This design comes from an exercise in tuning for small area, a short achievable clock period and few clock cycles on the open sky130 flow, not from production work. RTL that was checked went through simulation tests only; none was proved equivalent to the original. The RTL of run 3 was laid out without a check of its function.

### config.mk
export PLATFORM = sky130hd
export DESIGN_NAME = edge_midpoint_subdivider
export DESIGN_NICKNAME = edge_midpoint_subdivider
export VERILOG_FILES = /design/flow/design.v
export SDC_FILE = /design/flow/constraint.sdc
export NUM_CORES = 4
export LEC_CHECK = 0
export ABC_AREA = 1
export CAP_MARGIN = 20
export CORE_MARGIN = 2
export CORE_UTILIZATION = 55
export CTS_BUF_LIST = sky130_fd_sc_hd__clkbuf_8
export PLACE_DENSITY = 0.75
export SETUP_SLACK_MARGIN = 5
export SLEW_MARGIN = 20
### constraint.sdc
create_clock -name core_clock -period 9.0 [get_ports {clk_i}]
set_input_delay 1.8000 -clock core_clock [delete_from_list [all_inputs] [get_ports {clk_i}]]
set_output_delay 1.8000 -clock core_clock [all_outputs]
set_load 0.01 [all_outputs]
### design.v
`default_nettype none
package ems_pkg;
  localparam int COORD_W     = 16;                   
  localparam int EXTRA_FRAC  = 6;                    
  localparam int POINT_W     = 22;                   
  localparam int DELTA_W     = 35;                   
  localparam int MAX_DEPTH   = 6;                    
  localparam int DIFF_W      = COORD_W + 1;          
  localparam int SQ_W        = 2 * COORD_W;          
  localparam int SUM_W       = SQ_W + 1;             
  localparam int DEPTH_W     = $clog2(MAX_DEPTH + 1);
  localparam int STEP_W      = DIFF_W + EXTRA_FRAC;  
  localparam int REM_W       = MAX_DEPTH;            
  localparam logic [DELTA_W-1:0] DELTA_RESET = DELTA_W'(4096);
endpackage
`default_nettype wire
`default_nettype none
module ems_sq_tree (
  input  wire logic [16:0] d,
  output logic [32:0]       s_o,
  output logic [32:0]       c_o
);
  wire t0 = d[0] & d[1];
  wire t1 = d[0] & d[2];
  wire t2 = d[0] & d[3];
  wire t3 = d[0] & d[4];
  wire t4 = d[0] & d[5];
  wire t5 = d[0] & d[6];
  wire t6 = d[0] & d[7];
  wire t7 = d[0] & d[8];
  wire t8 = d[0] & d[9];
  wire t9 = d[0] & d[10];
  wire t10 = d[0] & d[11];
  wire t11 = d[0] & d[12];
  wire t12 = d[0] & d[13];
  wire t13 = d[0] & d[14];
  wire t14 = d[0] & d[15];
  wire t15 = ~(d[16] & d[0]);
  wire t16 = d[1] & d[2];
  wire t17 = d[1] & d[3];
  wire t18 = d[1] & d[4];
  wire t19 = d[1] & d[5];
  wire t20 = d[1] & d[6];
  wire t21 = d[1] & d[7];
  wire t22 = d[1] & d[8];
  wire t23 = d[1] & d[9];
  wire t24 = d[1] & d[10];
  wire t25 = d[1] & d[11];
  wire t26 = d[1] & d[12];
  wire t27 = d[1] & d[13];
  wire t28 = d[1] & d[14];
  wire t29 = d[1] & d[15];
  wire t30 = ~(d[16] & d[1]);
  wire t31 = d[2] & d[3];
  wire t32 = d[2] & d[4];
  wire t33 = d[2] & d[5];
  wire t34 = d[2] & d[6];
  wire t35 = d[2] & d[7];
  wire t36 = d[2] & d[8];
  wire t37 = d[2] & d[9];
  wire t38 = d[2] & d[10];
  wire t39 = d[2] & d[11];
  wire t40 = d[2] & d[12];
  wire t41 = d[2] & d[13];
  wire t42 = d[2] & d[14];
  wire t43 = d[2] & d[15];
  wire t44 = ~(d[16] & d[2]);
  wire t45 = d[3] & d[4];
  wire t46 = d[3] & d[5];
  wire t47 = d[3] & d[6];
  wire t48 = d[3] & d[7];
  wire t49 = d[3] & d[8];
  wire t50 = d[3] & d[9];
  wire t51 = d[3] & d[10];
  wire t52 = d[3] & d[11];
  wire t53 = d[3] & d[12];
  wire t54 = d[3] & d[13];
  wire t55 = d[3] & d[14];
  wire t56 = d[3] & d[15];
  wire t57 = ~(d[16] & d[3]);
  wire t58 = d[4] & d[5];
  wire t59 = d[4] & d[6];
  wire t60 = d[4] & d[7];
  wire t61 = d[4] & d[8];
  wire t62 = d[4] & d[9];
  wire t63 = d[4] & d[10];
  wire t64 = d[4] & d[11];
  wire t65 = d[4] & d[12];
  wire t66 = d[4] & d[13];
  wire t67 = d[4] & d[14];
  wire t68 = d[4] & d[15];
  wire t69 = ~(d[16] & d[4]);
  wire t70 = d[5] & d[6];
  wire t71 = d[5] & d[7];
  wire t72 = d[5] & d[8];
  wire t73 = d[5] & d[9];
  wire t74 = d[5] & d[10];
  wire t75 = d[5] & d[11];
  wire t76 = d[5] & d[12];
  wire t77 = d[5] & d[13];
  wire t78 = d[5] & d[14];
  wire t79 = d[5] & d[15];
  wire t80 = ~(d[16] & d[5]);
  wire t81 = d[6] & d[7];
  wire t82 = d[6] & d[8];
  wire t83 = d[6] & d[9];
  wire t84 = d[6] & d[10];
  wire t85 = d[6] & d[11];
  wire t86 = d[6] & d[12];
  wire t87 = d[6] & d[13];
  wire t88 = d[6] & d[14];
  wire t89 = d[6] & d[15];
  wire t90 = ~(d[16] & d[6]);
  wire t91 = d[7] & d[8];
  wire t92 = d[7] & d[9];
  wire t93 = d[7] & d[10];
  wire t94 = d[7] & d[11];
  wire t95 = d[7] & d[12];
  wire t96 = d[7] & d[13];
  wire t97 = d[7] & d[14];
  wire t98 = d[7] & d[15];
  wire t99 = ~(d[16] & d[7]);
  wire t100 = d[8] & d[9];
  wire t101 = d[8] & d[10];
  wire t102 = d[8] & d[11];
  wire t103 = d[8] & d[12];
  wire t104 = d[8] & d[13];
  wire t105 = d[8] & d[14];
  wire t106 = d[8] & d[15];
  wire t107 = ~(d[16] & d[8]);
  wire t108 = d[9] & d[10];
  wire t109 = d[9] & d[11];
  wire t110 = d[9] & d[12];
  wire t111 = d[9] & d[13];
  wire t112 = d[9] & d[14];
  wire t113 = d[9] & d[15];
  wire t114 = ~(d[16] & d[9]);
  wire t115 = d[10] & d[11];
  wire t116 = d[10] & d[12];
  wire t117 = d[10] & d[13];
  wire t118 = d[10] & d[14];
  wire t119 = d[10] & d[15];
  wire t120 = ~(d[16] & d[10]);
  wire t121 = d[11] & d[12];
  wire t122 = d[11] & d[13];
  wire t123 = d[11] & d[14];
  wire t124 = d[11] & d[15];
  wire t125 = ~(d[16] & d[11]);
  wire t126 = d[12] & d[13];
  wire t127 = d[12] & d[14];
  wire t128 = d[12] & d[15];
  wire t129 = ~(d[16] & d[12]);
  wire t130 = d[13] & d[14];
  wire t131 = d[13] & d[15];
  wire t132 = ~(d[16] & d[13]);
  wire t133 = d[14] & d[15];
  wire t134 = ~(d[16] & d[14]);
  wire t135 = ~(d[16] & d[15]);
  wire t136 = t10 ^ t24;
  wire t137 = t10 & t24;
  wire t138 = t11 ^ t25;
  wire t139 = t11 & t25;
  wire t140 = t12 ^ t26 ^ t39;
  wire t141 = (t12 & t26) | (t12 & t39) | (t26 & t39);
  wire t142 = t51 ^ t62;
  wire t143 = t51 & t62;
  wire t144 = t13 ^ t27 ^ t40;
  wire t145 = (t13 & t27) | (t13 & t40) | (t27 & t40);
  wire t146 = t52 ^ t63;
  wire t147 = t52 & t63;
  wire t148 = t14 ^ t28 ^ t41;
  wire t149 = (t14 & t28) | (t14 & t41) | (t28 & t41);
  wire t150 = t53 ^ t64 ^ t74;
  wire t151 = (t53 & t64) | (t53 & t74) | (t64 & t74);
  wire t152 = t83 ^ t91;
  wire t153 = t83 & t91;
  wire t154 = t15 ^ t29 ^ t42;
  wire t155 = (t15 & t29) | (t15 & t42) | (t29 & t42);
  wire t156 = t54 ^ t65 ^ t75;
  wire t157 = (t54 & t65) | (t54 & t75) | (t65 & t75);
  wire t158 = t84 ^ t92 ^ 1'b1;
  wire t159 = (t84 & t92) | (t84 & 1'b1) | (t92 & 1'b1);
  wire t160 = t30 ^ t43 ^ t55;
  wire t161 = (t30 & t43) | (t30 & t55) | (t43 & t55);
  wire t162 = t66 ^ t76 ^ t85;
  wire t163 = (t66 & t76) | (t66 & t85) | (t76 & t85);
  wire t164 = t93 ^ t100 ^ d[9];
  wire t165 = (t93 & t100) | (t93 & d[9]) | (t100 & d[9]);
  wire t166 = t44 ^ t56 ^ t67;
  wire t167 = (t44 & t56) | (t44 & t67) | (t56 & t67);
  wire t168 = t77 ^ t86 ^ t94;
  wire t169 = (t77 & t86) | (t77 & t94) | (t86 & t94);
  wire t170 = t57 ^ t68 ^ t78;
  wire t171 = (t57 & t68) | (t57 & t78) | (t68 & t78);
  wire t172 = t87 ^ t95 ^ t102;
  wire t173 = (t87 & t95) | (t87 & t102) | (t95 & t102);
  wire t174 = t69 ^ t79 ^ t88;
  wire t175 = (t69 & t79) | (t69 & t88) | (t79 & t88);
  wire t176 = t80 ^ t89 ^ t97;
  wire t177 = (t80 & t89) | (t80 & t97) | (t89 & t97);
  wire t178 = t6 ^ t20;
  wire t179 = t6 & t20;
  wire t180 = t7 ^ t21;
  wire t181 = t7 & t21;
  wire t182 = t8 ^ t22 ^ t35;
  wire t183 = (t8 & t22) | (t8 & t35) | (t22 & t35);
  wire t184 = t47 ^ t58;
  wire t185 = t47 & t58;
  wire t186 = t9 ^ t23 ^ t36;
  wire t187 = (t9 & t23) | (t9 & t36) | (t23 & t36);
  wire t188 = t48 ^ t59;
  wire t189 = t48 & t59;
  wire t190 = t136 ^ t37 ^ t49;
  wire t191 = (t136 & t37) | (t136 & t49) | (t37 & t49);
  wire t192 = t60 ^ t70 ^ d[6];
  wire t193 = (t60 & t70) | (t60 & d[6]) | (t70 & d[6]);
  wire t194 = t137 ^ t138 ^ t38;
  wire t195 = (t137 & t138) | (t137 & t38) | (t138 & t38);
  wire t196 = t50 ^ t61 ^ t71;
  wire t197 = (t50 & t61) | (t50 & t71) | (t61 & t71);
  wire t198 = t139 ^ t140 ^ t142;
  wire t199 = (t139 & t140) | (t139 & t142) | (t140 & t142);
  wire t200 = t72 ^ t81 ^ d[7];
  wire t201 = (t72 & t81) | (t72 & d[7]) | (t81 & d[7]);
  wire t202 = t141 ^ t143 ^ t144;
  wire t203 = (t141 & t143) | (t141 & t144) | (t143 & t144);
  wire t204 = t146 ^ t73 ^ t82;
  wire t205 = (t146 & t73) | (t146 & t82) | (t73 & t82);
  wire t206 = t145 ^ t147 ^ t148;
  wire t207 = (t145 & t147) | (t145 & t148) | (t147 & t148);
  wire t208 = t150 ^ t152 ^ d[8];
  wire t209 = (t150 & t152) | (t150 & d[8]) | (t152 & d[8]);
  wire t210 = t149 ^ t151 ^ t153;
  wire t211 = (t149 & t151) | (t149 & t153) | (t151 & t153);
  wire t212 = t154 ^ t156 ^ t158;
  wire t213 = (t154 & t156) | (t154 & t158) | (t156 & t158);
  wire t214 = t155 ^ t157 ^ t159;
  wire t215 = (t155 & t157) | (t155 & t159) | (t157 & t159);
  wire t216 = t160 ^ t162 ^ t164;
  wire t217 = (t160 & t162) | (t160 & t164) | (t162 & t164);
  wire t218 = t161 ^ t163 ^ t165;
  wire t219 = (t161 & t163) | (t161 & t165) | (t163 & t165);
  wire t220 = t166 ^ t168 ^ t101;
  wire t221 = (t166 & t168) | (t166 & t101) | (t168 & t101);
  wire t222 = t167 ^ t169 ^ t170;
  wire t223 = (t167 & t169) | (t167 & t170) | (t169 & t170);
  wire t224 = t172 ^ t108 ^ d[10];
  wire t225 = (t172 & t108) | (t172 & d[10]) | (t108 & d[10]);
  wire t226 = t171 ^ t173 ^ t174;
  wire t227 = (t171 & t173) | (t171 & t174) | (t173 & t174);
  wire t228 = t96 ^ t103 ^ t109;
  wire t229 = (t96 & t103) | (t96 & t109) | (t103 & t109);
  wire t230 = t175 ^ t176 ^ t104;
  wire t231 = (t175 & t176) | (t175 & t104) | (t176 & t104);
  wire t232 = t110 ^ t115 ^ d[11];
  wire t233 = (t110 & t115) | (t110 & d[11]) | (t115 & d[11]);
  wire t234 = t177 ^ t90 ^ t98;
  wire t235 = (t177 & t90) | (t177 & t98) | (t90 & t98);
  wire t236 = t105 ^ t111 ^ t116;
  wire t237 = (t105 & t111) | (t105 & t116) | (t111 & t116);
  wire t238 = t99 ^ t106 ^ t112;
  wire t239 = (t99 & t106) | (t99 & t112) | (t106 & t112);
  wire t240 = t117 ^ t121 ^ d[12];
  wire t241 = (t117 & t121) | (t117 & d[12]) | (t121 & d[12]);
  wire t242 = t107 ^ t113 ^ t118;
  wire t243 = (t107 & t113) | (t107 & t118) | (t113 & t118);
  wire t244 = t114 ^ t119 ^ t123;
  wire t245 = (t114 & t119) | (t114 & t123) | (t119 & t123);
  wire t246 = t4 ^ t18;
  wire t247 = t4 & t18;
  wire t248 = t5 ^ t19;
  wire t249 = t5 & t19;
  wire t250 = t178 ^ t33 ^ t45;
  wire t251 = (t178 & t33) | (t178 & t45) | (t33 & t45);
  wire t252 = t179 ^ t180 ^ t34;
  wire t253 = (t179 & t180) | (t179 & t34) | (t180 & t34);
  wire t254 = t181 ^ t182 ^ t184;
  wire t255 = (t181 & t182) | (t181 & t184) | (t182 & t184);
  wire t256 = t183 ^ t185 ^ t186;
  wire t257 = (t183 & t185) | (t183 & t186) | (t185 & t186);
  wire t258 = t187 ^ t189 ^ t190;
  wire t259 = (t187 & t189) | (t187 & t190) | (t189 & t190);
  wire t260 = t191 ^ t193 ^ t194;
  wire t261 = (t191 & t193) | (t191 & t194) | (t193 & t194);
  wire t262 = t195 ^ t197 ^ t198;
  wire t263 = (t195 & t197) | (t195 & t198) | (t197 & t198);
  wire t264 = t199 ^ t201 ^ t202;
  wire t265 = (t199 & t201) | (t199 & t202) | (t201 & t202);
  wire t266 = t203 ^ t205 ^ t206;
  wire t267 = (t203 & t205) | (t203 & t206) | (t205 & t206);
  wire t268 = t207 ^ t209 ^ t210;
  wire t269 = (t207 & t209) | (t207 & t210) | (t209 & t210);
  wire t270 = t211 ^ t213 ^ t214;
  wire t271 = (t211 & t213) | (t211 & t214) | (t213 & t214);
  wire t272 = t215 ^ t217 ^ t218;
  wire t273 = (t215 & t217) | (t215 & t218) | (t217 & t218);
  wire t274 = t219 ^ t221 ^ t222;
  wire t275 = (t219 & t221) | (t219 & t222) | (t221 & t222);
  wire t276 = t223 ^ t225 ^ t226;
  wire t277 = (t223 & t225) | (t223 & t226) | (t225 & t226);
  wire t278 = t227 ^ t229 ^ t230;
  wire t279 = (t227 & t229) | (t227 & t230) | (t229 & t230);
  wire t280 = t231 ^ t233 ^ t234;
  wire t281 = (t231 & t233) | (t231 & t234) | (t233 & t234);
  wire t282 = t235 ^ t237 ^ t238;
  wire t283 = (t235 & t237) | (t235 & t238) | (t237 & t238);
  wire t284 = t239 ^ t241 ^ t242;
  wire t285 = (t239 & t241) | (t239 & t242) | (t241 & t242);
  wire t286 = t243 ^ t244 ^ t126;
  wire t287 = (t243 & t244) | (t243 & t126) | (t244 & t126);
  wire t288 = t245 ^ t120 ^ t124;
  wire t289 = (t245 & t120) | (t245 & t124) | (t120 & t124);
  wire t290 = t125 ^ t128 ^ t130;
  wire t291 = (t125 & t128) | (t125 & t130) | (t128 & t130);
  wire t292 = t2 ^ t16;
  wire t293 = t2 & t16;
  wire t294 = t3 ^ t17;
  wire t295 = t3 & t17;
  wire t296 = t246 ^ t31 ^ d[3];
  wire t297 = (t246 & t31) | (t246 & d[3]) | (t31 & d[3]);
  wire t298 = t247 ^ t248 ^ t32;
  wire t299 = (t247 & t248) | (t247 & t32) | (t248 & t32);
  wire t300 = t249 ^ t250 ^ d[4];
  wire t301 = (t249 & t250) | (t249 & d[4]) | (t250 & d[4]);
  wire t302 = t251 ^ t252 ^ t46;
  wire t303 = (t251 & t252) | (t251 & t46) | (t252 & t46);
  wire t304 = t253 ^ t254 ^ d[5];
  wire t305 = (t253 & t254) | (t253 & d[5]) | (t254 & d[5]);
  wire t306 = t255 ^ t256 ^ t188;
  wire t307 = (t255 & t256) | (t255 & t188) | (t256 & t188);
  wire t308 = t257 ^ t258 ^ t192;
  wire t309 = (t257 & t258) | (t257 & t192) | (t258 & t192);
  wire t310 = t259 ^ t260 ^ t196;
  wire t311 = (t259 & t260) | (t259 & t196) | (t260 & t196);
  wire t312 = t261 ^ t262 ^ t200;
  wire t313 = (t261 & t262) | (t261 & t200) | (t262 & t200);
  wire t314 = t263 ^ t264 ^ t204;
  wire t315 = (t263 & t264) | (t263 & t204) | (t264 & t204);
  wire t316 = t265 ^ t266 ^ t208;
  wire t317 = (t265 & t266) | (t265 & t208) | (t266 & t208);
  wire t318 = t267 ^ t268 ^ t212;
  wire t319 = (t267 & t268) | (t267 & t212) | (t268 & t212);
  wire t320 = t269 ^ t270 ^ t216;
  wire t321 = (t269 & t270) | (t269 & t216) | (t270 & t216);
  wire t322 = t271 ^ t272 ^ t220;
  wire t323 = (t271 & t272) | (t271 & t220) | (t272 & t220);
  wire t324 = t273 ^ t274 ^ t224;
  wire t325 = (t273 & t274) | (t273 & t224) | (t274 & t224);
  wire t326 = t275 ^ t276 ^ t228;
  wire t327 = (t275 & t276) | (t275 & t228) | (t276 & t228);
  wire t328 = t277 ^ t278 ^ t232;
  wire t329 = (t277 & t278) | (t277 & t232) | (t278 & t232);
  wire t330 = t279 ^ t280 ^ t236;
  wire t331 = (t279 & t280) | (t279 & t236) | (t280 & t236);
  wire t332 = t281 ^ t282 ^ t240;
  wire t333 = (t281 & t282) | (t281 & t240) | (t282 & t240);
  wire t334 = t283 ^ t284 ^ t122;
  wire t335 = (t283 & t284) | (t283 & t122) | (t284 & t122);
  wire t336 = t285 ^ t286 ^ d[13];
  wire t337 = (t285 & t286) | (t285 & d[13]) | (t286 & d[13]);
  wire t338 = t287 ^ t288 ^ t127;
  wire t339 = (t287 & t288) | (t287 & t127) | (t288 & t127);
  wire t340 = t289 ^ t290 ^ d[14];
  wire t341 = (t289 & t290) | (t289 & d[14]) | (t290 & d[14]);
  wire t342 = t291 ^ t129 ^ t131;
  wire t343 = (t291 & t129) | (t291 & t131) | (t129 & t131);
  wire t344 = t132 ^ t133 ^ d[15];
  wire t345 = (t132 & t133) | (t132 & d[15]) | (t133 & d[15]);
  assign s_o = {t135, t345, t343, t341, t339, t337, t335, t333, t331, t329, t327, t325, t323, t321, t319, t317, t315, t313, t311, t309, t307, t305, t303, t301, t299, t297, t295, t293, t292, t1, t0, 1'b0, d[0]};
  assign c_o = {d[16], t134, t344, t342, t340, t338, t336, t334, t332, t330, t328, t326, t324, t322, t320, t318, t316, t314, t312, t310, t308, t306, t304, t302, t300, t298, t296, t294, d[2], 1'b0, d[1], 1'b0, 1'b0};
endmodule
`default_nettype wire
`default_nettype none
module ems_cmp_le (
  input  wire logic [35:0] a,
  input  wire logic [35:0] b,
  output logic        le_o
);
  wire c0 = ~a[0] & b[0];
  wire c1 = ~(a[0] ^ b[0]);
  wire c2 = ~a[1] & b[1];
  wire c3 = ~(a[1] ^ b[1]);
  wire c4 = ~a[2] & b[2];
  wire c5 = ~(a[2] ^ b[2]);
  wire c6 = ~a[3] & b[3];
  wire c7 = ~(a[3] ^ b[3]);
  wire c8 = ~a[4] & b[4];
  wire c9 = ~(a[4] ^ b[4]);
  wire c10 = ~a[5] & b[5];
  wire c11 = ~(a[5] ^ b[5]);
  wire c12 = ~a[6] & b[6];
  wire c13 = ~(a[6] ^ b[6]);
  wire c14 = ~a[7] & b[7];
  wire c15 = ~(a[7] ^ b[7]);
  wire c16 = ~a[8] & b[8];
  wire c17 = ~(a[8] ^ b[8]);
  wire c18 = ~a[9] & b[9];
  wire c19 = ~(a[9] ^ b[9]);
  wire c20 = ~a[10] & b[10];
  wire c21 = ~(a[10] ^ b[10]);
  wire c22 = ~a[11] & b[11];
  wire c23 = ~(a[11] ^ b[11]);
  wire c24 = ~a[12] & b[12];
  wire c25 = ~(a[12] ^ b[12]);
  wire c26 = ~a[13] & b[13];
  wire c27 = ~(a[13] ^ b[13]);
  wire c28 = ~a[14] & b[14];
  wire c29 = ~(a[14] ^ b[14]);
  wire c30 = ~a[15] & b[15];
  wire c31 = ~(a[15] ^ b[15]);
  wire c32 = ~a[16] & b[16];
  wire c33 = ~(a[16] ^ b[16]);
  wire c34 = ~a[17] & b[17];
  wire c35 = ~(a[17] ^ b[17]);
  wire c36 = ~a[18] & b[18];
  wire c37 = ~(a[18] ^ b[18]);
  wire c38 = ~a[19] & b[19];
  wire c39 = ~(a[19] ^ b[19]);
  wire c40 = ~a[20] & b[20];
  wire c41 = ~(a[20] ^ b[20]);
  wire c42 = ~a[21] & b[21];
  wire c43 = ~(a[21] ^ b[21]);
  wire c44 = ~a[22] & b[22];
  wire c45 = ~(a[22] ^ b[22]);
  wire c46 = ~a[23] & b[23];
  wire c47 = ~(a[23] ^ b[23]);
  wire c48 = ~a[24] & b[24];
  wire c49 = ~(a[24] ^ b[24]);
  wire c50 = ~a[25] & b[25];
  wire c51 = ~(a[25] ^ b[25]);
  wire c52 = ~a[26] & b[26];
  wire c53 = ~(a[26] ^ b[26]);
  wire c54 = ~a[27] & b[27];
  wire c55 = ~(a[27] ^ b[27]);
  wire c56 = ~a[28] & b[28];
  wire c57 = ~(a[28] ^ b[28]);
  wire c58 = ~a[29] & b[29];
  wire c59 = ~(a[29] ^ b[29]);
  wire c60 = ~a[30] & b[30];
  wire c61 = ~(a[30] ^ b[30]);
  wire c62 = ~a[31] & b[31];
  wire c63 = ~(a[31] ^ b[31]);
  wire c64 = ~a[32] & b[32];
  wire c65 = ~(a[32] ^ b[32]);
  wire c66 = ~a[33] & b[33];
  wire c67 = ~(a[33] ^ b[33]);
  wire c68 = ~a[34] & b[34];
  wire c69 = ~(a[34] ^ b[34]);
  wire c70 = ~a[35] & b[35];
  wire c71 = ~(a[35] ^ b[35]);
  wire c72 = c2 | (c3 & c0);
  wire c73 = c3 & c1;
  wire c74 = c6 | (c7 & c4);
  wire c75 = c7 & c5;
  wire c76 = c10 | (c11 & c8);
  wire c77 = c11 & c9;
  wire c78 = c14 | (c15 & c12);
  wire c79 = c15 & c13;
  wire c80 = c18 | (c19 & c16);
  wire c81 = c19 & c17;
  wire c82 = c22 | (c23 & c20);
  wire c83 = c23 & c21;
  wire c84 = c26 | (c27 & c24);
  wire c85 = c27 & c25;
  wire c86 = c30 | (c31 & c28);
  wire c87 = c31 & c29;
  wire c88 = c34 | (c35 & c32);
  wire c89 = c35 & c33;
  wire c90 = c38 | (c39 & c36);
  wire c91 = c39 & c37;
  wire c92 = c42 | (c43 & c40);
  wire c93 = c43 & c41;
  wire c94 = c46 | (c47 & c44);
  wire c95 = c47 & c45;
  wire c96 = c50 | (c51 & c48);
  wire c97 = c51 & c49;
  wire c98 = c54 | (c55 & c52);
  wire c99 = c55 & c53;
  wire c100 = c58 | (c59 & c56);
  wire c101 = c59 & c57;
  wire c102 = c62 | (c63 & c60);
  wire c103 = c63 & c61;
  wire c104 = c66 | (c67 & c64);
  wire c105 = c67 & c65;
  wire c106 = c70 | (c71 & c68);
  wire c107 = c71 & c69;
  wire c108 = c74 | (c75 & c72);
  wire c109 = c75 & c73;
  wire c110 = c78 | (c79 & c76);
  wire c111 = c79 & c77;
  wire c112 = c82 | (c83 & c80);
  wire c113 = c83 & c81;
  wire c114 = c86 | (c87 & c84);
  wire c115 = c87 & c85;
  wire c116 = c90 | (c91 & c88);
  wire c117 = c91 & c89;
  wire c118 = c94 | (c95 & c92);
  wire c119 = c95 & c93;
  wire c120 = c98 | (c99 & c96);
  wire c121 = c99 & c97;
  wire c122 = c102 | (c103 & c100);
  wire c123 = c103 & c101;
  wire c124 = c106 | (c107 & c104);
  wire c125 = c107 & c105;
  wire c126 = c110 | (c111 & c108);
  wire c127 = c111 & c109;
  wire c128 = c114 | (c115 & c112);
  wire c129 = c115 & c113;
  wire c130 = c118 | (c119 & c116);
  wire c131 = c119 & c117;
  wire c132 = c122 | (c123 & c120);
  wire c133 = c123 & c121;
  wire c134 = c128 | (c129 & c126);
  wire c135 = c129 & c127;
  wire c136 = c132 | (c133 & c130);
  wire c137 = c133 & c131;
  wire c138 = c136 | (c137 & c134);
  wire c139 = c137 & c135;
  wire c140 = c124 | (c125 & c138);
  wire c141 = c125 & c139;
  assign le_o = c140 | c141;
endmodule
`default_nettype wire
`default_nettype none
import ems_pkg::*;
module edge_midpoint_subdivider (
  input  wire logic                      clk_i,
  input  wire logic                      rst_ni,
  input  wire logic                      cfg_we_i,
  input  wire logic [DELTA_W-1:0]        cfg_wdata_i,
  input  wire logic                      edge_valid_i,
  output logic                           edge_ready_o,
  input  wire logic signed [COORD_W-1:0] edge_start_x_i,
  input  wire logic signed [COORD_W-1:0] edge_start_y_i,
  input  wire logic signed [COORD_W-1:0] edge_end_x_i,
  input  wire logic signed [COORD_W-1:0] edge_end_y_i,
  output logic                           point_valid_o,
  input  wire logic                      point_ready_i,
  output logic signed [POINT_W-1:0]      point_x_o,
  output logic signed [POINT_W-1:0]      point_y_o,
  output logic                           point_last_o,
  output logic                           point_capped_o
);
  logic [DELTA_W-1:0] delta_q;
  always_ff @(posedge clk_i or negedge rst_ni) begin
    if (!rst_ni) begin
      delta_q <= DELTA_RESET;
    end else if (cfg_we_i) begin
      delta_q <= cfg_wdata_i;
    end
  end
  logic a_v, b_v, b_ph, c_v, c_lp, e_v;
  logic a_mv, b_load, b_mv, c_done, c_hand, fire;
  logic fit;
  logic [DEPTH_W-1:0] c_k;
  logic e_last;
  logic c_ok, c_hand0, c_hand1, b_mv0, b_mv1;
  assign fire    = e_v & point_ready_i;
  assign c_done  = fit | (c_k == DEPTH_W'(MAX_DEPTH));
  assign c_ok    = c_v & ~c_lp & c_done;
  assign c_hand0 = c_ok & ~e_v;              
  assign c_hand1 = c_ok & e_v & e_last;      
  assign c_hand  = c_hand0 | (c_hand1 & point_ready_i);
  assign b_mv0   = b_v & b_ph & (~c_v | c_hand0);
  assign b_mv1   = b_v & b_ph & c_hand1;
  assign b_mv    = b_mv0 | (b_mv1 & point_ready_i);
  assign b_load = ~b_v | b_mv;
  assign a_mv   = a_v & b_load;
  assign edge_ready_o = ~a_v;
  always_ff @(posedge clk_i or negedge rst_ni) begin
    if (!rst_ni) begin
      a_v  <= 1'b0;
      b_v  <= 1'b0;
      b_ph <= 1'b0;
      c_v  <= 1'b0;
      c_lp <= 1'b0;
      e_v  <= 1'b0;
    end else begin
      a_v <= a_v ? ~a_mv : edge_valid_i;
      if (b_load) begin
        b_v  <= a_v;
        b_ph <= 1'b0;
      end else if (b_v) begin
        b_ph <= 1'b1;
      end
      if (b_mv) begin
        c_v <= 1'b1;
      end else if (c_hand) begin
        c_v <= 1'b0;
      end
      c_lp <= b_mv;
      if (c_hand) begin
        e_v <= 1'b1;
      end else if (fire & e_last) begin
        e_v <= 1'b0;
      end
    end
  end
  logic signed [COORD_W-1:0] a_sx, a_sy, a_ex, a_ey;
  always_ff @(posedge clk_i) begin
    if (!a_v) begin
      a_sx <= edge_start_x_i;
      a_sy <= edge_start_y_i;
      a_ex <= edge_end_x_i;
      a_ey <= edge_end_y_i;
    end
  end
  logic signed [DIFF_W-1:0]  a_dx, a_dy;
  logic signed [DIFF_W-1:0]  b_dx, b_dy;    
  logic signed [COORD_W-1:0] b_sx, b_sy;
  assign a_dx = DIFF_W'(a_ex) - DIFF_W'(a_sx);
  assign a_dy = DIFF_W'(a_ey) - DIFF_W'(a_sy);
  always_ff @(posedge clk_i) begin
    if (b_load) begin
      b_sx <= a_sx;
      b_sy <= a_sy;
      b_dx <= a_dx;
      b_dy <= a_dy;
    end else if (!b_ph) begin
      b_dx <= b_dy;
      b_dy <= b_dx;
    end
  end
  logic [SUM_W-1:0] sq_s, sq_c, s1_q, c1_q;
  logic            q_x;
  ems_sq_tree u_sq (
    .d   (b_dx),
    .s_o (sq_s),
    .c_o (sq_c)
  );
  always_ff @(posedge clk_i) begin
    s1_q <= sq_s;
    c1_q <= sq_c;
  end
  always_ff @(posedge clk_i or negedge rst_ni) begin
    if (!rst_ni) begin
      q_x <= 1'b0;
    end else begin
      q_x <= b_v & ~b_ph & ~b_load;
    end
  end
  logic [SUM_W-1:0] acc_q;
  logic [SUM_W-1:0] r3_s, r3_c;
  logic [SUM_W-1:0] sum2;
  assign r3_s = acc_q ^ s1_q ^ c1_q;
  assign r3_c = (acc_q & s1_q) | (acc_q & c1_q) | (s1_q & c1_q);
  assign sum2 = r3_s + {r3_c[SUM_W-2:0], 1'b0};
  always_ff @(posedge clk_i) begin
    if (q_x) begin
      acc_q <= sum2;
    end else if (c_lp || !b_v) begin
      acc_q <= '0;
    end
  end
  logic signed [COORD_W-1:0] c_sx, c_sy;
  logic signed [STEP_W-1:0]  c_stx, c_sty;
  logic [SUM_W-1:0]          c_l;
  logic                      c_st;
  ems_cmp_le u_fit (
    .a    ({{(DELTA_W - SUM_W){1'b0}}, c_l, c_st}),
    .b    ({delta_q, 1'b0}),
    .le_o (fit)
  );
  always_ff @(posedge clk_i) begin
    if (b_mv) begin
      c_sx  <= b_sx;
      c_sy  <= b_sy;
      c_stx <= {b_dy, {EXTRA_FRAC{1'b0}}};
      c_sty <= {b_dx, {EXTRA_FRAC{1'b0}}};
    end else if (c_v && !c_lp && !c_done) begin
      c_stx <= c_stx >>> 1;
      c_sty <= c_sty >>> 1;
    end
  end
  always_ff @(posedge clk_i or negedge rst_ni) begin
    if (!rst_ni) begin
      c_k <= '0;
    end else if (b_mv) begin
      c_k <= '0;
    end else if (c_v && !c_lp && !c_done) begin
      c_k <= c_k + DEPTH_W'(1);
    end
  end
  always_ff @(posedge clk_i) begin
    if (c_lp) begin
      c_l  <= sum2;
      c_st <= 1'b0;
    end else if (c_v && !c_done) begin
      c_l  <= c_l >> 2;
      c_st <= c_st | c_l[1] | c_l[0];
    end
  end
  logic signed [POINT_W-1:0] px_q, py_q, stx_q, sty_q;
  logic signed [POINT_W-1:0] nstx, nsty, npx, npy;
  logic [REM_W-1:0]          rem_q;
  logic                      cap_q;
  assign nstx = c_stx[POINT_W-1:0];
  assign nsty = c_sty[POINT_W-1:0];
  assign npx  = {c_sx, {EXTRA_FRAC{1'b0}}} + nstx;
  assign npy  = {c_sy, {EXTRA_FRAC{1'b0}}} + nsty;
  always_ff @(posedge clk_i) begin
    if (c_hand) begin
      px_q  <= npx;
      py_q  <= npy;
      stx_q <= nstx;
      sty_q <= nsty;
      rem_q <= REM_W'((1 << c_k) - 1);
      cap_q <= ~fit;
    end else if (fire) begin
      px_q  <= px_q + stx_q;
      py_q  <= py_q + sty_q;
      rem_q <= rem_q - REM_W'(1);
    end
  end
  always_ff @(posedge clk_i or negedge rst_ni) begin
    if (!rst_ni) begin
      e_last <= 1'b0;
    end else if (c_hand) begin
      e_last <= (c_k == '0);
    end else if (fire) begin
      e_last <= (rem_q == REM_W'(1));
    end
  end
  assign point_valid_o  = e_v;
  assign point_x_o      = px_q;
  assign point_y_o      = py_q;
  assign point_last_o   = e_last;
  assign point_capped_o = cap_q;
endmodule
`default_nettype wire
### flow/run.sh
#!/bin/bash
# The standard layout, with the ports buffered by buf_4 rather than the
# flow's default pick, and repair_timing aiming for a larger setup margin.
set -euo pipefail
bash standard.sh SETUP_SLACK_MARGIN=5.8 "BUFFER_PORTS_ARGS=-buffer_cell sky130_fd_sc_hd__buf_4" finish > standard_make.log 2>&1
### standard.sh
#!/bin/bash
# synth_recipe.tcl (not shown) runs the flow's synth.tcl, then flattens the netlist and writes it again
# the make line also repeats each setting of config.mk as NAME=value (left out here)
make -C /OpenROAD-flow-scripts/flow DESIGN_CONFIG=/design/flow/config.mk WORK_HOME=/design/flow/orfs CLKGATE_MAP_FILE= SYNTH_SCRIPT=/design/flow/synth_recipe.tcl "${@:-finish}"
==> results.sh, run 1 <==
export IMPL_layout_common_cells="sky130_fd_sc_hd__nand2_1, sky130_fd_sc_hd__inv_1, sky130_fd_sc_hd__edfxtp_1"
export IMPL_achievable_frequency_mhz=316.6
export IMPL_worst_endpoint_required_ns=7.20
export IMPL_synth_area_leader_cell="sky130_fd_sc_hd__edfxtp_1"
export IMPL_finalWeightedCongestion=0.9114
export IMPL_timing_max_slew_rel_slack=0.3785
export IMPL_fillerInstances=4034
export IMPL_synth_yosys_seq_area_share=0.4734
export IMPL_arrival_ns=1.36
export IMPL_synth_warning_count=1
export IMPL_ant_nets=0
export IMPL_rrSetupSlack_ns=5.88
export IMPL_finalSetupViolations=0
export IMPL_detail_route_wl_per_cell_um=17.76
export IMPL_setup_worst_path_start_class="flop"
export IMPL_hold_path_cell_count=0
export IMPL_detail_route_wirelength_um=68730
export IMPL_clock_skew_final_ns=0.04290
export IMPL_finish_net_count=3541
export IMPL_postSynthCellCount=2901
export IMPL_core_region_area_sq_mm=0.05109
export IMPL_grt_pass1_vias=20890
export IMPL_layout_worst_path_cycle_share=0.3509
export IMPL_routed_via_density=5.397
export IMPL_drv_slew=0
export IMPL_ios=152
export IMPL_synthDominantCellAreaShare=0.3795
export IMPL_worst_pin_slew_ns=0.9323
export IMPL_tritoncts_sinks=478
export IMPL_cap_viol_max_count=0
export IMPL_dieHeight_um=230.6
export IMPL_drive_above_1_share=0.1310
export IMPL_drt_first_pass_iters=5
export IMPL_crit_path_max_fanout=2
export IMPL_ff_latch_area_sq_mm=0.01337
export IMPL_yosys_top_cells_area="sky130_fd_sc_hd__edfxtp_1, sky130_fd_sc_hd__nand2_1, sky130_fd_sc_hd__ha_1, sky130_fd_sc_hd__fa_1, sky130_fd_sc_hd__inv_1"
export IMPL_area_of_the_multi_input_gates_sq_mm=0.01299
export IMPL_path_class="flop to primary output"
export IMPL_grt_first_pass_wirelength_um=108900
export IMPL_worstSetupEndpointType="primary output"
export IMPL_tritoncts_num_buffers=83
export IMPL_synth_nets=3322
export IMPL_grt_overflow=0
export IMPL_clk_root_buffer_cell="sky130_fd_sc_hd__clkbuf_8"
export IMPL_worst_skew_pair_late_latency_ns=0.70
export IMPL_reg2regPathDepth=8
export IMPL_synth_cell_types=55
export IMPL_cts_max_level=3
export IMPL_setup_total_negative_slack_ns=0
export IMPL_cts_hold_buffers=0
export IMPL_drt_drc_violations_left=0
export IMPL_std_cell_rows=83
export IMPL_die_w_um=230.6
export IMPL_grt_setup_unrepaired="yes"
export IMPL_layout_cells_most_common="sky130_fd_sc_hd__nand2_1"
export IMPL_hold_slack_ns=0.4174
export IMPL_hpwl_after_detailed_placement_um=47780
export IMPL_grt_start_max_net_pins=92
export IMPL_detailed_route_via_count=20890
export IMPL_grt_total_usage=0.2622
export IMPL_worst_hold_path_type="flop to flop"
export IMPL_initial_utilization=0.5529
export IMPL_cts_tree="done"
export IMPL_timing_final_crit_period_ns=3.158
export IMPL_floorplan_die_area_sq_mm=0.05320
export IMPL_synth_seq_cells=478
export IMPL_antenna_found_initial=0
export IMPL_antenna_cells=0
export IMPL_clk_pin_slew_worst_paths_ns=0.06
export IMPL_mappedNetlistArea_sq_mm=0.02825
export IMPL_finalNonFillerCells=3870
export IMPL_report_final_hold_viol_count=0
export IMPL_area_growth_syn_to_layout_pct=15.02
export IMPL_placement_io_buffers=151
export IMPL_syn_mean_instance_area_sq_um=9.739
export IMPL_detailedRoute_firstIterationViolations=2007
export IMPL_placed_cells_incl_taps=3664
export IMPL_outcome="timing/DRC/antenna clean"
export IMPL_max_clock_path_buffers=3
## routing by layer
layer	wire length [um]	up-vias	track usage
li1	-	9976	-
met1	30230	9908	0.3720
met2	30260	833	0.4001
met3	5901	170	0.05175
met4	2333	0	0.1002
met5	0	-	0.002757
## cells in the mapped netlist, drive strengths merged
master	n
a31oi	14
o31ai	5
o311ai	1
a211o	1
nand2	709
nor4	4
clkbuf	34
a21o	19
nand3b	4
o221ai	3
o2111ai	3
fa	118
nand3	126
and2	3
dfxtp	75
or2	4
nand4	20
o21a	4
buf	50
o22ai	2
o21bai	16
dfrtp	45
mux2	33
a21boi	7
xnor2	56
inv	454
dfstp	1
edfxtp	357
a211oi	9
nor2	131
a21oi	139
nor3	15
a221oi	4
xor2	76
o21ai	156
ha	199
o211ai	4
## cell type report
class	instances	area share
flip-flops and latches	478	0.4116
multi-input cells	1894	0.3998
repair buffers	209	0.05456
inverters	454	0.05306
clock buffers	90	0.03812
well taps	680	0.02618
clock inverters	65	0.01667
## critical path, cell delays in order, from the launching register on
cell	delay, ns
sky130_fd_sc_hd__dfrtp_1	0.39
sky130_fd_sc_hd__clkinvlp_4	0.14
sky130_fd_sc_hd__buf_6	0.14
## path summary, 6_finish.rpt
| path | from | end |
|---|---|---|
| max | a_v$_DFF_PN0_ | edge_ready_o |
| min | b_sx[15]$_DFFE_PP_ | c_sx[15]$_DFFE_PP_ |
| max reg2reg | b_dx[7]$_DFFE_PP_ | c1_q[22]$_DFF_P_ |
| min reg2reg | b_sx[15]$_DFFE_PP_ | c_sx[15]$_DFFE_PP_ |
| max in group asynchronous | rst_ni | delta_q[28]$_DFFE_PN0P_ |
| min in group asynchronous | rst_ni | delta_q[11]$_DFFE_PN0P_ |
## repair_timing
action,CTS,global route
pin swaps,5,4
endpoints found under the hold margin,0,0
gates cloned,12,0
setup endpoints to repair,338,313
buffers inserted,25,13
resized for setup,17,21
## metrics by stage
step                      setup slack [ns]  cell area (sq um)  utilization
final                                5.842              32490       0.6360
after global routing                 5.779              32490       0.6360
after CTS                            5.802              32240       0.6310
after detailed placement             4.438              29960       0.5863
after global placement               4.494              29960       0.5863
after floorplan                      5.874              28280            -
## kinds of logic after synthesis
kind of cell             after synthesis  share of synthesized area
AND/OR/NAND/NOR                     1016                     0.1483
buffers and inverters                538                    0.07564
flip-flops                           478                     0.4734
AO/OA/AOI/OAI                        387                    0.07684
adder cells (fa/ha/maj)              317                     0.1717
XOR/XNOR                             132                    0.04092
multiplexers                          33                    0.01315
## sequential cells by signal, summed over array words and instances, names as in the netlist, 23 cells and up
signal   flops
acc_q       33
c1_q        30
c_stx       23
delta_q     35
c_sty       23
c_l         33
s1_q        32
Testbench counts, summed over its fixed seeds: cycles 16,976.
==> inputs of run 2 (changes only) <==
==> flow/run.sh (replaced) <==
#!/bin/bash
# The standard layout, with the ports buffered by buf_2 rather than the
# flow's default pick, and repair_timing aiming for a larger setup margin.
set -euo pipefail
bash standard.sh SETUP_SLACK_MARGIN=5.8 "BUFFER_PORTS_ARGS=-buffer_cell sky130_fd_sc_hd__buf_2" finish > standard_make.log 2>&1
==> results.sh, run 2 <==
export IMPL_detailedRoute_firstIterationViolations=1922
export IMPL_worst_skew_pair_late_latency_ns=0.71
export IMPL_placement_io_buffers=151
export IMPL_crit_slowest_cell="sky130_fd_sc_hd__dfrtp_1"
export IMPL_clk_root_buffer_cell="sky130_fd_sc_hd__clkbuf_8"
export IMPL_syn_mean_instance_area_sq_um=9.739
export IMPL_critical_path_top_delay_family="flip-flops"
export IMPL_max_ffs_per_register=35
export IMPL_detailed_route_via_count=20990
export IMPL_detail_route_wirelength_um=69860
export IMPL_ant_nets=0
export IMPL_critical_path_reg2reg_startpoint="b_dx[7]$_DFFE_PP_"
export IMPL_hpwl_after_detailed_placement_um=47540
export IMPL_layout_common_cells="sky130_fd_sc_hd__nand2_1, sky130_fd_sc_hd__inv_1, sky130_fd_sc_hd__edfxtp_1"
export IMPL_report_final_hold_viol_count=0
export IMPL_timing_critical_path_cells="clkinvlp_4, buf_6"
export IMPL_drv_slew=0
export IMPL_cts_hold_buffers=0
export IMPL_tritoncts_num_buffers=83
export IMPL_std_cell_rows=83
export IMPL_cap_viol_max_count=0
export IMPL_fillerInstances=4075
export IMPL_synth_area_leader_cell="sky130_fd_sc_hd__edfxtp_1"
export IMPL_arrival_ns=1.36
export IMPL_drt_drc_violations_left=0
export IMPL_area_growth_syn_to_layout_pct=13.62
export IMPL_tritoncts_sinks=478
export IMPL_routed_via_density=5.427
export IMPL_die_w_um=230.6
export IMPL_cts_tree="done"
export IMPL_hold_path_startpoint="b_sx[14]$_DFFE_PP_"
export IMPL_synth_yosys_seq_area_share=0.4734
export IMPL_hold_slack_ns=0.4189
export IMPL_setup_worst_path_start_class="flop"
export IMPL_dpl_cell_area_sq_mm=0.02957
export IMPL_ys_async_sr_fraction=0.09623
export IMPL_grt_total_usage=0.2620
export IMPL_top_regs="delta_q: 35 flops, acc_q: 33 flops, c_l: 33 flops"
export IMPL_finish_net_count=3541
export IMPL_synth_cell_types=55
export IMPL_path_class="flop to primary output"
export IMPL_crit_path_max_fanout=2
export IMPL_mappedNetlistArea_sq_mm=0.02825
export IMPL_synth_common_cells="sky130_fd_sc_hd__nand2_1, sky130_fd_sc_hd__inv_1, sky130_fd_sc_hd__edfxtp_1"
export IMPL_synth_warning_count=1
export IMPL_achievable_frequency_mhz=316.2
export IMPL_synthDominantCellAreaShare=0.3795
export IMPL_floorplan_die_area_sq_mm=0.05320
export IMPL_yosys_top_cells_area="sky130_fd_sc_hd__edfxtp_1, sky130_fd_sc_hd__nand2_1, sky130_fd_sc_hd__ha_1, sky130_fd_sc_hd__fa_1, sky130_fd_sc_hd__inv_1"
export IMPL_finalSetupViolations=0
export IMPL_setup_total_negative_slack_ns=0
export IMPL_synth_seq_cells=478
export IMPL_timing_final_crit_period_ns=3.163
export IMPL_synth_ff_type="sky130_fd_sc_hd__edfxtp_1"
export IMPL_timing_final_ws_setup_ns=5.837
export IMPL_worst_endpoint_required_ns=7.20
export IMPL_grt_start_max_net_pins=92
export IMPL_finalWeightedCongestion=0.8951
export IMPL_detail_route_wl_per_cell_um=18.06
export IMPL_initial_utilization=0.5529
export IMPL_grt_setup_unrepaired="yes"
export IMPL_ios=152
export IMPL_drt_first_pass_iters=6
export IMPL_pre_cts_slack_ns=4.407
export IMPL_core_region_area_sq_mm=0.05109
export IMPL_cp_buffers_inverters=2
export IMPL_clk_pin_slew_worst_paths_ns=0.07
export IMPL_regMostFlops="delta_q"
export IMPL_dieHeight_um=230.6
export IMPL_outcome="timing/DRC/antenna clean"
export IMPL_timing_max_slew_rel_slack=0.3845
export IMPL_grt_overflow=0
export IMPL_crit_start="a_v$_DFF_PN0_"
export IMPL_cts_max_level=3
export IMPL_utilization=0.6283
export IMPL_max_clock_path_buffers=3
export IMPL_grt_first_pass_wirelength_um=109000
export IMPL_synth_most_common_cell="sky130_fd_sc_hd__nand2_1"
export IMPL_antenna_found_initial=1
export IMPL_worstSetupEndpointType="primary output"
export IMPL_grt_pass1_vias=20700
export IMPL_layout_worst_path_cycle_share=0.3514
export IMPL_worst_pin_slew_ns=0.9232
export IMPL_synth_nets=3322
export IMPL_drive_above_1_share=0.1296
export IMPL_layout_cells_most_common="sky130_fd_sc_hd__nand2_1"
export IMPL_critical_path_max_stage_delay_ns=0.41
export IMPL_postSynthCellCount=2901
export IMPL_synth_enable_flop_cells=357
export IMPL_worst_hold_path_type="flop to flop"
export IMPL_clock_skew_final_ns=0.03949
export IMPL_finish_instance_area_sq_mm=0.03210
## run 2: cell families (layout without fill, tap and decap cells)
group	Yosys count	after routing	share of synthesized area
AOI/OAI and AO/OA	387	387	0.07684
xor gates and xnor gates	132	132	0.04092
adders and majority gates	317	317	0.1717
buffers and inverters	538	815	0.07564
DFF	478	478	0.4734
muxes	33	33	0.01315
other	0	1	0
and+or+nand+nor	1016	1025	0.1483
## run 2: what timing repair did
item | 4_1_cts | 5_1_grt
gates cloned | 9 | 3
endpoints found under the setup margin | 349 | 308
setup buffers | 24 | 15
gates resized for setup | 16 | 27
pin swaps | 4 | 3
## run 2: worst paths after layout
path,to,slack [ns],cells past startpoint
min in group asynchronous,delta_q[7]$_DFFE_PN0P_,1.21,2
max in group asynchronous,c_lp$_DFF_PN0_,7.30,2
hold / removal,c_sx[14]$_DFFE_PP_,0.42,0
setup reg to reg,c1_q[21]$_DFF_P_,5.89,8
hold reg to reg,c_sx[14]$_DFFE_PP_,0.42,0
setup / recovery,edge_ready_o,5.84,2
## run 2: area by class of cell
cell class,count,area [sq um],area share
flip-flops and latches,478,13370,0.4166
clock buffers,99,1363,0.04245
clock inverters,53,421.7,0.01314
multi-input cells,1894,12980,0.4043
inverters,454,1740,0.05422
repair buffers,209,1369,0.04264
diodes,1,2.502,0.00007795
well taps,680,850.8,0.02650
## run 2: metrics by stage
step | std cells
3_3_place_gp | 3663
4_1_cts | 3848
5_1_grt | 3868
6_report | 3868
3_5_place_dp | 3663
2_1_floorplan | 2901
## run 2: routing by layer
layer  vias to the layer above  share of wire  GRT usage
met5                         -              0          0
met4                         0          0.026    0.08589
met3                       139          0.084    0.04335
met2                       932           0.45     0.4077
met1                      9937           0.44     0.3765
li1                       9985              -          -
==> inputs of run 3 (changes only) <==
--- a/design.v
+++ b/design.v
@@ -607,5 +607,5 @@
   end
   logic signed [DIFF_W-1:0]  a_dx, a_dy;
-  logic signed [DIFF_W-1:0]  b_dx, b_dy;    
+  logic signed [DIFF_W-1:0]  b_dx, b_dy;
   logic signed [COORD_W-1:0] b_sx, b_sy;
   assign a_dx = DIFF_W'(a_ex) - DIFF_W'(a_sx);
@@ -617,13 +617,12 @@
       b_dx <= a_dx;
       b_dy <= a_dy;
-    end else if (!b_ph) begin
-      b_dx <= b_dy;
-      b_dy <= b_dx;
     end
   end
+  logic signed [DIFF_W-1:0] sq_op;
+  assign sq_op = b_ph ? b_dy : b_dx;
   logic [SUM_W-1:0] sq_s, sq_c, s1_q, c1_q;
   logic            q_x;
   ems_sq_tree u_sq (
-    .d   (b_dx),
+    .d   (sq_op),
     .s_o (sq_s),
     .c_o (sq_c)
@@ -666,6 +665,6 @@
       c_sx  <= b_sx;
       c_sy  <= b_sy;
-      c_stx <= {b_dy, {EXTRA_FRAC{1'b0}}};
-      c_sty <= {b_dx, {EXTRA_FRAC{1'b0}}};
+      c_stx <= {b_dx, {EXTRA_FRAC{1'b0}}};
+      c_sty <= {b_dy, {EXTRA_FRAC{1'b0}}};
     end else if (c_v && !c_lp && !c_done) begin
       c_stx <= c_stx >>> 1;
==> flow/run.sh (replaced) <==
#!/bin/bash
# The standard layout, with the ports buffered by buf_4 rather than the
# flow's default pick, and repair_timing aiming for a larger setup margin.
set -euo pipefail
bash standard.sh SETUP_SLACK_MARGIN=5.7 "BUFFER_PORTS_ARGS=-buffer_cell sky130_fd_sc_hd__buf_4" finish > standard_make.log 2>&1
--- a/config.mk
+++ b/config.mk
@@ -6,5 +6,4 @@
 export NUM_CORES = 4
 export LEC_CHECK = 0
-export ABC_AREA = 1
 export CAP_MARGIN = 20
 export CORE_MARGIN = 2
==> results.sh, run 3 <==
export IMPL_outcome="timing/DRC/antenna clean"
export IMPL_rrSetupSlack_ns=5.46
export IMPL_grt_setup_unrepaired="yes"
export IMPL_worst_endpoint_required_ns=9.43
export IMPL_synthDominantCellAreaShare=0.4011
export IMPL_floorplan_die_area_sq_mm=0.05038
export IMPL_synth_seq_cells=478
export IMPL_synth_ff_type="sky130_fd_sc_hd__edfxtp_1"
export IMPL_detailed_route_via_count=19060
export IMPL_cts_max_level=3
export IMPL_drt_first_pass_iters=9
export IMPL_tritoncts_num_buffers=82
export IMPL_grt_total_usage=0.2515
export IMPL_max_clock_path_buffers=3
export IMPL_synth_enable_flop_cells=357
export IMPL_synth_common_cells="sky130_fd_sc_hd__edfxtp_1, sky130_fd_sc_hd__inv_1, sky130_fd_sc_hd__nor2_1"
export IMPL_initial_utilization=0.5587
export IMPL_grt_start_max_net_pins=68
export IMPL_ios=152
export IMPL_placed_cells_incl_taps=3003
export IMPL_worst_hold_path_type="flop to flop"
export IMPL_cts_tree="done"
export IMPL_area_growth_syn_to_layout_pct=23.17
export IMPL_timing_final_crit_period_ns=3.538
export IMPL_timing_final_ws_setup_ns=5.462
export IMPL_max_ffs_per_register=35
export IMPL_cts_hold_buffers=0
export IMPL_synth_area_leader_cell="sky130_fd_sc_hd__edfxtp_1"
export IMPL_finalSetupViolations=0
export IMPL_setup_total_negative_slack_ns=0
export IMPL_detail_route_wirelength_um=66290
export IMPL_yosys_top_cells_area="sky130_fd_sc_hd__edfxtp_1, sky130_fd_sc_hd__ha_1, sky130_fd_sc_hd__fa_1, sky130_fd_sc_hd__dfxtp_1, sky130_fd_sc_hd__dfrtp_1"
export IMPL_synth_cell_types=68
export IMPL_mappedNetlistArea_sq_mm=0.02673
export IMPL_setup_worst_path_start_class="flop"
export IMPL_synth_warning_count=1
export IMPL_ant_nets=0
export IMPL_worstSetupEndpointType="flop"
export IMPL_dieHeight_um=224.5
export IMPL_drt_drc_violations_left=0
export IMPL_layout_common_cells="sky130_fd_sc_hd__edfxtp_1, sky130_fd_sc_hd__inv_1, sky130_fd_sc_hd__buf_4"
export IMPL_synth_nets=2699
export IMPL_clk_pin_slew_worst_paths_ns=0.06
export IMPL_path_class="flop to flop"
export IMPL_clock_skew_final_ns=0.04397
export IMPL_synth_yosys_seq_area_share=0.5004
export IMPL_achievable_frequency_mhz=282.7
export IMPL_grt_overflow=0
export IMPL_finish_net_count=3041
export IMPL_timing_max_slew_rel_slack=0.2932
export IMPL_cap_viol_max_count=0
export IMPL_hpwl_after_detailed_placement_um=41710
export IMPL_ys_async_sr_fraction=0.09623
export IMPL_drive_above_1_share=0.2356
export IMPL_grt_pass1_vias=18730
export IMPL_top_regs="delta_q: 35 flops, acc_q: 33 flops, c_l: 33 flops"
export IMPL_std_cell_rows=80
export IMPL_worst_pin_slew_ns=1.060
export IMPL_fillerInstances=3292
export IMPL_regMostFlops="delta_q"
export IMPL_syn_mean_instance_area_sq_um=11.73
export IMPL_drv_slew=0
export IMPL_layout_worst_path_cycle_share=0.3931
export IMPL_placement_io_buffers=151
export IMPL_finalNonFillerCells=3300
export IMPL_layout_cells_most_common="sky130_fd_sc_hd__edfxtp_1"
export IMPL_core_region_area_sq_mm=0.04785
export IMPL_worst_skew_pair_late_latency_ns=0.70
export IMPL_crit_path_max_fanout=5
export IMPL_die_w_um=224.5
export IMPL_clk_root_buffer_cell="sky130_fd_sc_hd__clkbuf_8"
export IMPL_synth_most_common_cell="sky130_fd_sc_hd__edfxtp_1"
export IMPL_pre_cts_slack_ns=3.877
export IMPL_postSynthCellCount=2278
export IMPL_report_final_hold_viol_count=0
export IMPL_routed_via_density=5.774
export IMPL_detailedRoute_firstIterationViolations=1789
export IMPL_grt_first_pass_wirelength_um=99360
export IMPL_detail_route_wl_per_cell_um=20.09
export IMPL_antenna_found_initial=1
export IMPL_tritoncts_sinks=478
export IMPL_arrival_ns=3.97
export IMPL_finalWeightedCongestion=0.8757
[run 3: cell types whose count changed in the layout (fill, tap and decap cells not counted), sizes merged, moves of 32 or more]
| cell | delta |
|---|---|
| mux2i | +40 |
| nand3 | -87 |
| a22o | +35 |
| buf | +94 |
| nor2 | +79 |
| nand2 | -576 |
| inv | -227 |
| xor2 | -32 |
| a21o | +33 |
| o21ai | -74 |
[run 3: what timing repair did]
action	in CTS	in global routing
pin swaps	40	62
buffers inserted	76	43
gates resized for setup	121	135
endpoints found under the setup margin	388	318
gates cloned	13	16
[run 3: cell type report]
| class | count | area (sq um) | share of cell area |
|---|---|---|---|
| sequential | 478 | 13380 | 0.4063 |
| timing repair inverter | 2 | 22.52 | 0.0006841 |
| antenna | 2 | 5.005 | 0.0001520 |
| timing repair buffer | 312 | 3168 | 0.09623 |
| tap | 615 | 769.5 | 0.02337 |
| multi-input combinational | 1513 | 13130 | 0.3987 |
| clock buffer | 87 | 1197 | 0.03637 |
| inverter | 231 | 923.4 | 0.02805 |
| clock inverter | 60 | 332.8 | 0.01011 |
[run 3: layer usage]
layer,track usage,routed length [um]
met5,0,0
met4,0.08161,2011
met2,0.4043,31260
met3,0.05029,5825
met1,0.3454,27200
[run 3: worst paths after layout]
check	startpoint	endpoint	depth (start not counted)
max reg2reg	acc_q[17]$_SDFFCE_PN0P_	c_l[32]$_SDFFCE_PN0P_	13
min in group asynchronous	rst_ni	b_ph$_DFFE_PN0P_	1
min reg2reg	b_sy[13]$_DFFE_PP_	c_sy[13]$_DFFE_PP_	0
max	acc_q[17]$_SDFFCE_PN0P_	c_l[32]$_SDFFCE_PN0P_	13
max in group asynchronous	rst_ni	b_ph$_DFFE_PN0P_	1
min	b_sy[13]$_DFFE_PP_	c_sy[13]$_DFFE_PP_	0
[run 3: cells by family (layout without fill, tap and decap cells)]
| group | after synthesis | in the layout | share of synthesized area |
|---|---|---|---|
| buf+inv | 289 | 692 | 0.04171 |
| simple gates | 566 | 567 | 0.09685 |
| xor+xnor | 130 | 130 | 0.04260 |
| fa+ha+maj | 317 | 317 | 0.1815 |
| flops | 478 | 478 | 0.5004 |
| mux | 90 | 90 | 0.03604 |
| compound gates | 408 | 409 | 0.1009 |
| other cells | 0 | 2 | 0 |
[run 3: metrics by stage]
step / util / hold WS [ns] / area, sq um
5_1_grt: 0.6880 / 0.4281 / 32920
2_1_floorplan: - / 0.4003 / 26940
3_3_place_gp: 0.5990 / 0.4038 / 28660
3_5_place_dp: 0.5990 / 0.4045 / 28660
4_1_cts: 0.6635 / 0.4084 / 31750
6_report: 0.6881 / 0.4072 / 32920
[run 3: worst max-delay path: stages, from the launching register on]
cell,delay [ns]
sky130_fd_sc_hd__edfxtp_1,0.39
sky130_fd_sc_hd__fa_1,0.58
sky130_fd_sc_hd__ha_4,0.22
sky130_fd_sc_hd__buf_4,0.15
sky130_fd_sc_hd__nand2_1,0.06
sky130_fd_sc_hd__o21ai_0,0.11
sky130_fd_sc_hd__o41ai_2,0.31
sky130_fd_sc_hd__buf_4,0.19
sky130_fd_sc_hd__nand4bb_4,0.17
sky130_fd_sc_hd__a41oi_4,0.20
sky130_fd_sc_hd__a21boi_2,0.10
sky130_fd_sc_hd__o211a_1,0.27
sky130_fd_sc_hd__nor3_2,0.26
sky130_fd_sc_hd__and3b_2,0.27

## static timing again, ports no longer ideal
How much do the figures lean on ideal ports? The routed layouts below were timed once more, with nothing changed but the port constraints. Step 1 assumes that a clkbuf_16 drives the clock port and a buf_2 every other input. Step 2 also shifts input and output timing later by t, the mid clock arrival at the registers, as if the neighbouring blocks saw the same clock. a / b / c = no drivers / after step 1 / after step 2; a / b = the first two.
run	shift t [ns]	setup slack, ns	worst hold slack (ns)	clock arrival spread, ns	worst data-port slew with drivers (ns)
run 1	0.737	5.842 / 5.786 / 5.577	0.417 / 0.417 / 0.417	0.046 / 0.046	0.04
run 2	0.744	5.837 / 5.781 / 5.502	0.419 / 0.419 / 0.419	0.041 / 0.042	0.04
run 3	0.730	5.462 / 5.462 / 5.462	0.407 / 0.407 / 0.407	0.045 / 0.045	0.04
After both steps setup and hold are still met in every run listed. The setup slack of run 2, which loses most, moves by -0.056 ns with the drivers and by -0.335 ns with both steps.
